Context: an optimization exercise on an open-source flow, tuned for small area, a short achievable clock period and few clock cycles. The choices shown serve that exercise and are no tape-out recipe.
Only simulation tests tie the RTL to the original design; equivalence was not proved.

## flow/design.v (module list and top-level ports; edited modules follow where they fit)
// module backprop_ctrl: 47 lines
// module loss_unit: 13 lines
// module bp_fa: 10 lines
// module bp_ha: 9 lines
// module bp_mace: 361 lines
// module bp_sqacc: 339 lines
// module bp_sq: 291 lines
// module bp_mac2cs: 691 lines
// module bp_benc: 30 lines
// module grad_accum: 10 lines
// module param_update: 11 lines
// module backprop_top: 221 lines
module backprop_top (
  input  logic                    dtb,
  input  logic                    rst_n,
  input  logic                    sample_valid,
  input  logic                    drain_start,
  input  logic [2*16-1:0] x,
  input  logic [2*16-1:0] y_hid,
  input  logic [2*16-1:0] y_out,
  input  logic [2*16-1:0] target,
  input  logic [(2 * 2 + 2 * 2)*16-1:0] w,
  input  logic [(2 + 2)*16-1:0] b,
  output logic                    param_valid,
  output logic                    busy,
  output logic                    drain_done,
  output logic [4-1:0]      param_index,
  output logic [16-1:0]        param_value,
  output logic [16-1:0]        cost
);
  // ...
==> flow/flow/run.sh <==
#!/bin/bash
# The standard layout (standard.sh, with the standard synthesis), made with
# three changes in how it is made; the constraints are the design's:
# - after the standard synthesis, fapol.py removes the inverters between full
#   adders (a full adder with all inputs complemented gives both outputs
#   complemented), which leaves the function unchanged and keeps every register;
# - the port buffers that buffer_ports adds are buf_2 cells, not its default
#   choice (a slow delay buffer);
# - repair_timing aims for SETUP_SLACK_MARGIN ns of setup slack beyond the
#   constraint, so that it sizes and buffers the paths that set the period.
# Each step's whole output goes to a log of its own here; ORFS keeps its
# per-step logs under orfs/logs.
set -euo pipefail
cd "$(dirname "$0")/.."
export BUFFER_PORTS_ARGS="-buffer_cell sky130_fd_sc_hd__buf_2"
export SETUP_SLACK_MARGIN=16.3
R=orfs/results/${FLOW_PLATFORM:-sky130hd}/backprop_top/base
bash standard.sh synth > synth.log 2>&1
cp $R/1_2_yosys.v synth_netlist.v
if python3 flow/fapol.py synth_netlist.v fapol_netlist.v > fapol.log 2>&1; then
  cp fapol_netlist.v $R/1_2_yosys.v
  rm -f $R/1_synth.odb $R/1_synth.sdc
fi
bash standard.sh finish > standard.log 2>&1
==> flow/flow/fapol.py <==
#!/usr/bin/env python3
"""Removes inverters between full adders in a mapped sky130 netlist.

A full adder is self-dual: with all three inputs complemented it gives both
outputs complemented. Each fa cell gets a polarity flag; a flagged cell is fed
the complements of its inputs and drives the complements of its outputs. The
flags are chosen, by local search, to need as few inverters as possible, then
the inverters are rebuilt: one per signal that some load needs complemented.
The function of the netlist is unchanged. Usage: fapol.py IN.v OUT.v
"""
import re, sys
from collections import defaultdict

src = open(sys.argv[1]).read()
cell_re = re.compile(r'^(\s*)(sky130_fd_sc_hd__\w+)\s+(\S+)\s*\((.*?)\);\n', re.S | re.M)
pin_re = re.compile(r'\.(\w+)\(([^()]*)\)')
OUTS = {'X', 'Y', 'Q', 'Q_N', 'SUM', 'COUT', 'HI', 'LO'}

cells = []  # dict(type, name, pins: {pin: net}, span)
for m in cell_re.finditer(src):
    pins = {p: n.strip() for p, n in pin_re.findall(m.group(4))}
    cells.append(dict(type=m.group(2)[len('sky130_fd_sc_hd__'):], name=m.group(3), pins=pins,
                      span=m.span(), indent=m.group(1)))

def is_inv(c):
    return re.match(r'(clk)?inv_\d+$', c['type']) is not None
def is_fa(c):
    return re.match(r'fa_\d+$', c['type']) is not None

driver = {}
loads = defaultdict(list)  # net -> [(cell index, pin)]
for i, c in enumerate(cells):
    for p, n in c['pins'].items():
        if p in OUTS:
            driver[n] = (i, p)
        else:
            loads[n].append((i, p))

# Ports and nets used outside cells (assign statements, module ports) are kept as they are.
ext_lines = [l for l in cell_re.sub('', src).split('\n')
             if l.strip().startswith(('assign', 'input', 'output'))]
ext_refs = set(re.findall(r'(\\\S+|[A-Za-z_][\w$]*(?:\[\d+\])?)', '\n'.join(ext_lines)))

# The inverters we may remove: input driven by an fa output, or output feeding an fa input,
# and output not referenced outside cells.
def inv_ok(i):
    c = cells[i]
    a, y = c['pins']['A'], c['pins']['Y']
    if y in ext_refs or y.split('[')[0] in ext_refs:
        return False
    d = driver.get(a)
    from_fa = d is not None and is_fa(cells[d[0]])
    to_fa = any(is_fa(cells[j]) for j, _ in loads[y])
    return from_fa or to_fa

rm_inv = {i for i, c in enumerate(cells) if is_inv(c) and inv_ok(i)}

# Loads to account: every load of a removed inverter's output, and every load of an fa
# output net. Each is (cell, pin, source net, parity).
acc = []
for i in rm_inv:
    a, y = cells[i]['pins']['A'], cells[i]['pins']['Y']
    for j, p in loads[y]:
        acc.append((j, p, a, 1))
fa_out_nets = set()
for i, c in enumerate(cells):
    if is_fa(c):
        for p in ('SUM', 'COUT'):
            fa_out_nets.add(c['pins'][p])
for n in fa_out_nets:
    for j, p in loads[n]:
        if j in rm_inv:
            continue
        acc.append((j, p, n, 0))
# every other fa input pin too, since a flipped fa needs all its inputs complemented
covered = {(j, p) for (j, p, s, q) in acc}
for i, c in enumerate(cells):
    if is_fa(c):
        for p in ('A', 'B', 'CIN'):
            if (i, p) not in covered:
                acc.append((i, p, c['pins'][p], 0))
# a removed inverter whose input is itself a removed inverter's output: keep it simple, refuse
for (j, p, s, q) in acc:
    assert j not in rm_inv, "inverter chain"

fa_idx = [i for i, c in enumerate(cells) if is_fa(c)]
flip = {i: 0 for i in fa_idx}
def src_flip(s):
    d = driver.get(s)
    if d is not None and is_fa(cells[d[0]]):
        return flip[d[0]]
    return 0

# need[(s, inv)] counts loads needing source s in polarity inv
by_cell = defaultdict(list)
by_src_fa = defaultdict(list)
for k, (j, p, s, q) in enumerate(acc):
    if is_fa(cells[j]):
        by_cell[j].append(k)
    d = driver.get(s)
    if d is not None and is_fa(cells[d[0]]):
        by_src_fa[d[0]].append(k)

def want_inv(k):
    j, p, s, q = acc[k]
    f = flip[j] if is_fa(cells[j]) else 0
    return q ^ f ^ src_flip(s)

SWAP = {'xor2_1': 'xnor2_1', 'xnor2_1': 'xor2_1', 'xor2_2': 'xnor2_2', 'xnor2_2': 'xor2_2',
        'xor2_4': 'xnor2_4', 'xnor2_4': 'xor2_4'}
tot = defaultdict(int)
for (j, p, s_, q) in acc:
    tot[s_] += 1
def swappable(s_):
    d = driver.get(s_)
    if d is None or cells[d[0]]['type'] not in SWAP:
        return False
    if s_ in ext_refs:
        return False
    # every physical load of s_ (or of a removed inverter of s_) must be in acc
    n_phys = len(loads[s_]) - sum(1 for j, _ in loads[s_] if j in rm_inv)
    n_phys += sum(len(loads[cells[j]['pins']['Y']]) for j, _ in loads[s_] if j in rm_inv)
    return n_phys == tot[s_]
swp = {s_: swappable(s_) for s_ in tot}
def scost(s_, v):
    if v == 0:
        return 0
    if swp[s_] and v == tot[s_]:
        return 0
    return 1
need = defaultdict(int)
for k in range(len(acc)):
    if want_inv(k):
        need[acc[k][2]] += 1
cost = sum(scost(s_, v) for s_, v in need.items())
pass

def delta_flip(i):
    ks = set(by_cell[i]) | set(by_src_fa[i])
    before = {}
    for k in ks:
        s = acc[k][2]
        before.setdefault(s, need[s])
    cur = {s: need[s] for s in before}
    for k in ks:
        if want_inv(k):
            cur[acc[k][2]] -= 1
    flip[i] ^= 1
    for k in ks:
        if want_inv(k):
            cur[acc[k][2]] += 1
    flip[i] ^= 1
    d = sum(scost(s, cur[s]) - scost(s, before[s]) for s in before)
    return d, cur

improved = True
rounds = 0
while improved and rounds < 50:
    improved = False
    rounds += 1
    for i in fa_idx:
        d, cur = delta_flip(i)
        if d < 0:
            flip[i] ^= 1
            for s, v in cur.items():
                need[s] = v
            cost += d
            improved = True
pass

# Rebuild
def vn(n):
    return n + " " if n.startswith("\\") else n
newnet = {}
new_cells = []
cnt = 0
def inv_of(s):
    global cnt
    if s not in newnet:
        cnt += 1
        n = "_fapol_n%d_" % cnt
        newnet[s] = n
        new_cells.append("  sky130_fd_sc_hd__inv_1 _fapol_i%d_ (\n    .A(%s),\n    .Y(%s)\n  );\n" % (cnt, vn(s), n))
    return newnet[s]

conn = defaultdict(dict)  # cell -> pin -> net
swapped = set()
for s_, v in need.items():
    if v and swp[s_] and v == tot[s_]:
        swapped.add(driver[s_][0])
for k, (j, p, s, q) in enumerate(acc):
    d = driver.get(s)
    if d is not None and d[0] in swapped:
        conn[j][p] = s
    else:
        conn[j][p] = inv_of(s) if want_inv(k) else s

out = []
pos = 0
for i, c in enumerate(cells):
    a, b = c['span']
    out.append(src[pos:a])
    pos = b
    if i in rm_inv:
        continue
    text = src[a:b]
    if i in swapped:
        text = text.replace('sky130_fd_sc_hd__' + c['type'], 'sky130_fd_sc_hd__' + SWAP[c['type']], 1)
        if c['type'].startswith('xor'):
            text = text.replace('.X(', '.Y(')
        else:
            text = text.replace('.Y(', '.X(')
    if i in conn:
        def rep(m):
            p = m.group(1)
            if p in conn[i]:
                return ".%s(%s)" % (p, vn(conn[i][p]))
            return m.group(0)
        text = pin_re.sub(rep, text)
    out.append(text)
tail = src[pos:]
# declare new wires after the module header
decl = "".join("  wire %s;\n" % n for n in newnet.values())
res = "".join(out)
res = res + tail
idx = res.index(");\n", res.index("module ")) + 3
res = res[:idx] + decl + res[idx:]
idx = res.rindex("endmodule")
res = res[:idx] + "".join(new_cells) + res[idx:]
open(sys.argv[2], 'w').write(res)
print("inverters after: %d, drivers complemented: %d" % (cnt, len(swapped)), file=sys.stderr)
==> flow/standard.sh <==
#!/bin/bash
# synth_recipe.tcl (not shown) runs the flow's synth.tcl, then flattens the netlist and writes it again
# the make line also repeats each setting of config.mk as NAME=value (left out here)
make -C /OpenROAD-flow-scripts/flow DESIGN_CONFIG=/design/flow/config.mk WORK_HOME=/design/flow/orfs CLKGATE_MAP_FILE= SYNTH_SCRIPT=/design/flow/synth_recipe.tcl "${@:-finish}"
==> flow/config.mk <==
export PLATFORM = sky130hd
export DESIGN_NAME = backprop_top
export DESIGN_NICKNAME = backprop_top
export VERILOG_FILES = /design/flow/design.v
export SDC_FILE = /design/flow/constraint.sdc
export NUM_CORES = 4
export LEC_CHECK = 0
export ABC_AREA = 1
export CAP_MARGIN = 40
export CORE_MARGIN = 2
export CORE_UTILIZATION = 55
export PLACE_DENSITY = 0.7
export SLEW_MARGIN = 60
==> flow/constraint.sdc <==
create_clock -name core_clock -period 22.0 [get_ports {dtb}]
set_input_delay 4.4000 -clock core_clock [delete_from_list [all_inputs] [get_ports {dtb}]]
set_output_delay 4.4000 -clock core_clock [all_outputs]
set_load 0.01 [all_outputs]
==> run notes, run 1 <==
Post-DRT Antenna Nets 0; synthesized net count 13.34k; # Taps approximately 2.3k; Multi-In Gates roughly 8.3k; crit-path leading delay family flip-flops; die area approximately 180,000 um2; antenna cells 18; post-cts gate resize count 43; Avg Cell Area, Syn around 8.6 um2; max reg flops 96; chip height between 400 and 500 um; CTS H-tree lvls 3; Hold Crit Depth 0; Hold EP x3e[1][1]$_DFF_P_; clk latency of the worst-skew pair roughly 0.75 ns; first-pass GRT wire length around 550 mm; dpl cell area just under 100,000 um2; min cycle time layout between 5 and 6 ns; 1st-iter DRT viols between 10k and 15k; Die W between 400 and 500 um; TritonCTS clock tree built; result of the run finished clean; Post-Place Cells about 13k; vias in the first global route 86.57k; register area approximately 15,000 um2; dpl ws 15.67 ns; final hold vios 0; FILL cells between 15k and 20k; 1st-pass router iterations 7; fraction of area in registers 0.1432; area of the multi-input gates around 73,000 um2
Testbench counts, summed over its fixed seeds: cycles 7,460.
==> run 2, diff against run 1 <==
--- a/flow/flow/run.sh
+++ b/flow/flow/run.sh
@@ -15,3 +15,3 @@
 export BUFFER_PORTS_ARGS="-buffer_cell sky130_fd_sc_hd__buf_2"
-export SETUP_SLACK_MARGIN=16.3
+export SETUP_SLACK_MARGIN=16.8
 R=orfs/results/${FLOW_PLATFORM:-sky130hd}/backprop_top/base
==> run notes, run 2 <==
port buffer count 362 (unchanged); Critical path buffers and inverters 1 (unchanged); DR vias/cell 6.337 (was 6.331); slowest stage delay, CP 0.46 ns (was 0.47 ns); final setup fails 0 (unchanged); Least-Margin Pin Slew 0.6324 ns (was 0.6648 ns); HPWL after DPL 282.2 mm (was 284.2 mm); FILL cells 15.21k (was 15.36k); crit-path leading delay family flip-flops (unchanged); hold slack 0.3220 ns (was 0.3131 ns); Biggest register we1 (unchanged); min cycle time layout 5.774 ns (was 5.760 ns); CTS H-tree lvls 3 (unchanged); met3 wire len 41.71 mm (was 42.89 mm); cts hold-fix bufs 0 (unchanged); met2 wire len 160.5 mm (was 160.8 mm); Root Driver clkbuf_16 (unchanged); share of cells above drive strength 1 0.1144 (was 0.09636); result of the run finished clean (unchanged); WL met1 132.9 mm (was 131.8 mm); first-pass GRT wire length 549.5 mm (was 551.5 mm); final WL 370.5 mm (was 371.9 mm); largest registers we1 x96, acc_w1 x64, acc_w2 x64 (unchanged); Slew HR 0.5784 (was 0.5541); unrepaired setup endpoints after global routing yes (unchanged); Mapped Cells 11.10k (unchanged); max reg flops 96 (unchanged); vias 85.62k (was 85.24k); GR Overflow Total 0 (unchanged); FMAX 0.1732 GHz (was 0.1736 GHz); synthesized net count 13.34k (unchanged); crit path kind reg2out (unchanged); most common cell after layout, fill and taps aside nand2_1 (unchanged); Die W 420.8 um (unchanged); required time of the critical path 17.60 ns (about the same); area grow syn2layout 9.422% (was 7.717%); Post-Syn Area 95,530 um2 (unchanged); GRT Overall Usage 0.4167 (was 0.4185); crit-path cells buf_6 (unchanged); final setup TNS 0 ns (unchanged); DR DRC count 0 (unchanged); Highest Signal Layer met5 (unchanged); CP max-delay cell dfrtp_2 (unchanged); most frequent cells in the layout nand2_1 (1,307), o22ai_1 (1,306), fa_1 (1,265), inv_1 (1,169), xor2_1 (1,089) (was nand2_1 (1,325), o22ai_1 (1,308), fa_1 (1,265), inv_1 (1,174), xor2_1 (1,100)); 1st-pass router iterations 7 (unchanged); Max clock buf depth 3 (unchanged); CP arrival 1.37 ns (was 1.36 ns); Site Rows 152 (unchanged); CP startpoint kind flip-flop (unchanged); RD Place Congestion 1.008 (was 1.033); ratio of final minimum period to clock period 0.2625 (was 0.2618); clk latency of the worst-skew pair 0.78 ns (was 0.75 ns); pins over their slew limit 0 (unchanged); Post-DRT Antenna Nets 0 (unchanged); largest net degree at the start of global routing 75 (unchanged); clock sink count 712 (unchanged); Ys Warns 48 (unchanged); HP Class reg2reg (unchanged); TritonCTS clock tree built (unchanged); initial antenna violation count 22 (was 27); 1st-iter DRT viols 10.42k (was 10.08k); worst-path fanout max 2 (was 1); IO Pins 363 (unchanged); core footprint 172,100 um2 (unchanged); Clk pin slew, worst setup/hold paths 0.08 ns (was 0.06 ns); DR WL/cell 27.42 um (was 27.63 um); Initial Util 0.5550 (unchanged); max cap viols 0 (unchanged); Avg Cell Area, Syn 8.604 um2 (unchanged); chip height 420.8 um (unchanged); die area 177,000 um2 (unchanged); CTS Buf Count 88 (was 91); final hold vios 0 (unchanged); NumNets Final 13.35k (was 13.30k); Clock Skew 0.04171 ns (was 0.02655 ns); vias in the first global route 86.56k (was 86.57k); crit end category output port (unchanged)
[run 2: changes by cell type in the layout (fill, tap and decap cells not counted), moves of 18 or more]
cell,delta
nand2_1,-18
ha_4,+18
ha_1,-28
inv_4,+26
a21oi_1,-20
dfxtp_1,-31
buf_6,+59
buf_2,-23
[run 2: layout make-up]
class / count / area [um2] / area share
antenna: 19 / 47.55 / 0.0004549
inverter: 1355 / 5325 / 0.05095
sequential: 712 / 14810 / 0.1417
tap: 2310 / 2890 / 0.02765
multi-input combinational: 8338 / 74250 / 0.7103
timing repair buffer: 613 / 4285 / 0.04100
clock buffer: 114 / 2400 / 0.02296
clock inverter: 50 / 516.7 / 0.004944
[run 2: repair_timing]
action                                  CTS  global route
cloned                                    0             0
buffers inserted                         27            30
gates resized for setup                 198           270
pin swaps                                28            46
endpoints found under the setup margin  123           142
endpoints found under the hold margin     0             0
[run 2: per-layer routing]
layer,vias up,track usage
li1,36700,-
met1,41660,0.5050
met2,5686,0.6320
met3,1553,0.1099
met4,14,0.3237
met5,-,0
[run 2: metrics by stage]
| step | std cells | area (um2) | setup slack [ns] | utilization |
|---|---|---|---|---|
| after detailed placement | 13270 | 99340 | 15.71 | 0.5772 |
| after CTS | 13460 | 103200 | 16.20 | 0.5996 |
| after global placement | 13260 | 99010 | 15.08 | 0.5752 |
| final | 13510 | 104500 | 16.23 | 0.6073 |
| after global routing | 13500 | 104500 | 16.21 | 0.6071 |
| after floorplan | 11100 | 95720 | 16.09 | - |
[run 2: worst paths after layout]
path | to | from | slack [ns] | cells past startpoint
worst max-delay path | param_index[3] | u_ctrl.cnt[3]$_DFFE_PN0P_ | 16.23 | 1
worst min-delay path | x3e[0][7]$_DFF_P_ | x2e[0][7]$_DFF_P_ | 0.32 | 0
worst max register to register | pv_r[14]$_DFF_P_ | gsel[10]$_DFF_P_ | 16.90 | 15
worst min register to register | x3e[0][7]$_DFF_P_ | x2e[0][7]$_DFF_P_ | 0.32 | 0
max in group asynchronous | u_ctrl.clr3$_DFF_PN1_ | rst_n | 17.91 | 2
min in group asynchronous | u_ctrl.cnt[1]$_DFFE_PN0P_ | rst_n | 3.50 | 1

-- port drivers added, routing unchanged --
The flow's constraints put no driver on any port. The routed layouts listed below were extracted and timed again, unchanged, in two steps.
Step 1 (the two cells are an assumption about what drives the block):
set clk [get_ports {dtb}]
set_driving_cell -lib_cell sky130_fd_sc_hd__clkbuf_16 $clk
set_driving_cell -lib_cell sky130_fd_sc_hd__buf_2 [delete_from_list [all_inputs] $clk]
Step 2 times the ports against the registers' clock, not the clock port: input delays grow and output delays shrink by t, the midpoint of the rising clock arrivals with the driver on.
Slacks: ideal / step 1 / step 2; pairs: ideal / step 1.
run | t (ns) | setup WS [ns] | worst data-port slew with drivers (ns) | pins driven straight from the clock port
run 1 | 0.835 | 16.240 / 16.145 / 15.667 | 0.24 | 1
run 2 | 0.847 | 16.226 / 16.134 / 15.681 | 0.17 | 1
After both steps every run listed still meets setup and hold. For run 1, which loses most, drivers alone change the setup slack by -0.095 ns; drivers and shift together by -0.573 ns.
